What follows belongs to an exercise in optimizing a design on an open flow for small area and a short achievable clock period; a production flow would make more cautious choices.
RTL that was checked went through simulation tests only; none was proved equivalent to the original.

## before
==> flow/design.v (excerpt) <==
module stereo_cap_top (
	input  logic                    clk_25_2m,
	input  logic                    reset,
	input  logic                    cam1_vsync,
	input  logic                    cam1_href,
	input  video_pkg::cam_byte_t    cam1_data,
	input  logic                    cam2_vsync,
	input  logic                    cam2_href,
	input  video_pkg::cam_byte_t    cam2_data,
	output logic                    hdmi_de,
	output logic                    hdmi_hs,
	output logic                    hdmi_vs,
	output video_pkg::pixel_t       hdmi_d
);
Size in the first run: roughly 2,900 cells after synthesis, roughly 1,600 flip-flops, ~49 I/O pins, ~63,000 um2 of cells after synthesis.
==> module cam_capture, before the edit <==
module cam_capture #(
	parameter logic [5:0] BASE = '0      
) (
	input  logic        clk_25_2m,
	input  logic        reset,
	input  logic        vsync,
	input  logic        href,
	input  logic [7:0]  data,
	input  logic        wr_ready,        
	output logic        wr_valid_nx,     
	output logic [5:0]  wr_addr,
	output logic [15:0] wr_data,
	output logic        frame_done
);
	logic        vsync_d;
	logic        vs_rise;
	logic        phase;                  
	logic [7:0]  hi_byte;
	logic [5:0]  wa;                     
	logic        push;
	logic        pop;
	logic [4:0]  wr_cnt;                 
	assign vs_rise = vsync && !vsync_d;
	assign push    = href && phase;
	assign pop     = wr_ready;
	always_ff @(posedge clk_25_2m) begin
		if (!reset) begin
			vsync_d <= 1'b0;
			phase   <= 1'b0;
			wa      <= BASE;
		end else begin
			vsync_d <= vsync;
			if (vs_rise) begin
				phase <= 1'b0;
				wa    <= BASE;
			end else if (href) begin
				phase <= !phase;
				if (phase)
					wa <= wa + 1'b1;
			end
		end
	end
	always_ff @(posedge clk_25_2m) begin
		if (href && !phase)
			hi_byte <= data;
	end
	logic [5:0]  fa [8];
	logic [15:0] fd [8];
	logic [2:0]  wp, rp, rp_nx;
	logic [3:0]  cnt, cnt_nx;
	always_ff @(posedge clk_25_2m) begin
		if (push) begin
			fa[wp] <= wa;
			fd[wp] <= {hi_byte, data};
		end
	end
	always_comb begin
		cnt_nx = cnt;
		if (push && !pop)
			cnt_nx = cnt + 1'b1;
		else if (!push && pop)
			cnt_nx = cnt - 1'b1;
	end
	assign wr_valid_nx = reset && (cnt_nx != '0);
	assign rp_nx = pop ? rp + 1'b1 : rp;
	always_ff @(posedge clk_25_2m) begin
		if (!reset) begin
			wp       <= '0;
			rp       <= '0;
			cnt      <= '0;
		end else begin
			if (push)
				wp <= wp + 1'b1;
			rp       <= rp_nx;
			cnt      <= cnt_nx;
		end
	end
	assign wr_addr = fa[rp];
	assign wr_data = fd[rp];
	always_ff @(posedge clk_25_2m) begin
		if (!reset) begin
			wr_cnt     <= '0;
			frame_done <= 1'b0;
		end else if (vs_rise) begin
			wr_cnt     <= '0;
			frame_done <= 1'b0;
		end else if (pop) begin
			wr_cnt <= wr_cnt + 1'b1;
			if (wr_cnt == 5'd31)
				frame_done <= 1'b1;
		end
	end
endmodule
clock: 8.0 ns
lec_check: 0
cap_margin: 20
core_margin: 2
core_utilization: 55
cts_buf_list: sky130_fd_sc_hd__clkbuf_16
cts_cluster_diameter: 80
cts_cluster_size: 28
slew_margin: 20
standard.sh (not shown) runs the stock make flow with config.mk's settings and CLKGATE_MAP_FILE= SYNTH_SCRIPT=/design/flow/synth_recipe.tcl, a recipe that flattens the netlist after the stock synthesis.
==> flow/flow/run.sh <==
#!/bin/bash
set -euo pipefail
MARGIN=$(cat flow/margin.txt)
EXTRA=()
if [[ -f flow/extra.txt ]]; then
	while IFS= read -r line; do
		[[ -n "$line" ]] && EXTRA+=("$line")
	done < flow/extra.txt
fi
bash standard.sh \
	MATCH_CELL_FOOTPRINT=0 \
	SETUP_SLACK_MARGIN=$MARGIN \
	"BUFFER_PORTS_ARGS=-buffer_cell sky130_fd_sc_hd__buf_4" \
	"${EXTRA[@]}" \
	finish > make_finish.log 2>&1
==> flow/flow/extra.txt <==
CTS_ARGS=-sink_clustering_enable -repair_clock_nets -sink_clustering_size 28 -sink_clustering_max_diameter 80 -buf_list sky130_fd_sc_hd__clkbuf_16 -dont_use_dummy_load
==> flow/flow/margin.txt <==
5.2
Changes in after relative to before:
==> flow/design.v, changed modules only <==
module cam_capture #(
	parameter logic [5:0] BASE = '0      
) (
	input  logic        clk_25_2m,
	input  logic        reset,
	input  logic        vsync,
	input  logic        href,
	input  logic [7:0]  data,
	input  logic        wr_ready,        
	output logic        wr_valid_nx,     
	output logic [5:0]  wr_addr,         
	output logic [15:0] wr_data,
	output logic        frame_done
);
	logic        vsync_d;
	logic        vs_rise;
	logic        phase;                  
	logic [7:0]  hi_byte;
	logic [5:0]  wa;                     
	logic        push;
	logic        pop;
	logic [4:0]  wr_cnt;                 
	assign vs_rise = vsync && !vsync_d;
	assign push    = href && phase;
	assign pop     = wr_ready;
	always_ff @(posedge clk_25_2m) begin
		if (!reset) begin
			vsync_d <= 1'b0;
			phase   <= 1'b0;
			wa      <= BASE;
		end else begin
			vsync_d <= vsync;
			if (vs_rise) begin
				phase <= 1'b0;
				wa    <= BASE;
			end else if (href) begin
				phase <= !phase;
				if (phase)
					wa <= wa + 1'b1;
			end
		end
	end
	always_ff @(posedge clk_25_2m) begin
		if (href && !phase)
			hi_byte <= data;
	end
	logic [5:0]  fa [8];
	logic [15:0] fd [8];
	logic [2:0]  wp, rp, rp1, rp_nx;
	logic [3:0]  cnt, cnt_nx;
	logic [5:0]  ha;                     
	logic [5:0]  fa_rp1;
	always_ff @(posedge clk_25_2m) begin
		if (push) begin
			fa[wp] <= wa;
			fd[wp] <= {hi_byte, data};
		end
	end
	always_comb begin
		cnt_nx = cnt;
		if (push && !pop)
			cnt_nx = cnt + 1'b1;
		else if (!push && pop)
			cnt_nx = cnt - 1'b1;
	end
	assign wr_valid_nx = reset && (cnt_nx != '0);
	assign rp1   = rp + 1'b1;
	assign rp_nx = pop ? rp1 : rp;
	always_ff @(posedge clk_25_2m) begin
		if (!reset) begin
			wp       <= '0;
			rp       <= '0;
			cnt      <= '0;
		end else begin
			if (push)
				wp <= wp + 1'b1;
			rp       <= rp_nx;
			cnt      <= cnt_nx;
		end
	end
	assign fa_rp1 = fa[rp1];
	always_ff @(posedge clk_25_2m) begin
		if (push && wp == rp_nx)
			ha <= wa;
		else if (pop)
			ha <= fa_rp1;
	end
	assign wr_addr = ha;
	assign wr_data = fd[rp];
	always_ff @(posedge clk_25_2m) begin
		if (!reset) begin
			wr_cnt     <= '0;
			frame_done <= 1'b0;
		end else if (vs_rise) begin
			wr_cnt     <= '0;
			frame_done <= 1'b0;
		end else if (pop) begin
			wr_cnt <= wr_cnt + 1'b1;
			if (wr_cnt == 5'd31)
				frame_done <= 1'b1;
		end
	end
endmodule
--- outcome ---
after ends up with lower buffers inserted during post-CTS setup optimization than before does.
Looking at end of the critical path, the reader.pd[5][11] result is from before; the reader.pd[5][9] one comes from after.
after — number of sequential storage elements 0.37% higher, before as reference
Critical path depth came out lower on after than on before.
Of after and before, the higher arrival time at the worst endpoint belongs to before.
Diff before -> after: multiplexer share of the synthesized area -0.34 points; via count of the routed design -507; final instance area -about 2.7%.
after against before: global-route track usage on met1 went down; synthesis-to-layout area growth went down.
Post-detailed-route wirelength per cell was lower in before than in after.
Only the layout flow was run in before; the RTL was not checked for function there.

## separate check: timing with driven ports
No port has a modelled driver above. Below, the same layouts with a new extraction and two added sets of constraints.
Step 1 sets driving cells, clkbuf_16 on the clock port and buf_2 on the other inputs (assumed; they add their load-dependent delay and slew).
Step 2, shift: input delay + t, output delay - t, t = (earliest + latest rising clock arrival at the registers) / 2. This alone moves slack from input paths to output paths.
Slacks: no drivers / after step 1 / after step 2; pairs: no drivers / after step 1.
run	t, ns	slack for setup (ns)	slew at the worst register clock pin (ns)	worst slew at a driven data input, ns	pins driven straight from the clock port
before	0.732	5.018 / 5.018 / 4.585	0.11 / 0.11	0.08	1
after	0.736	5.184 / 5.153 / 4.568	0.11 / 0.11	0.07	1
After both steps setup and hold are still met in every run listed. For after, which loses most, drivers alone change the setup slack by -0.031 ns; drivers and shift together by -0.616 ns.
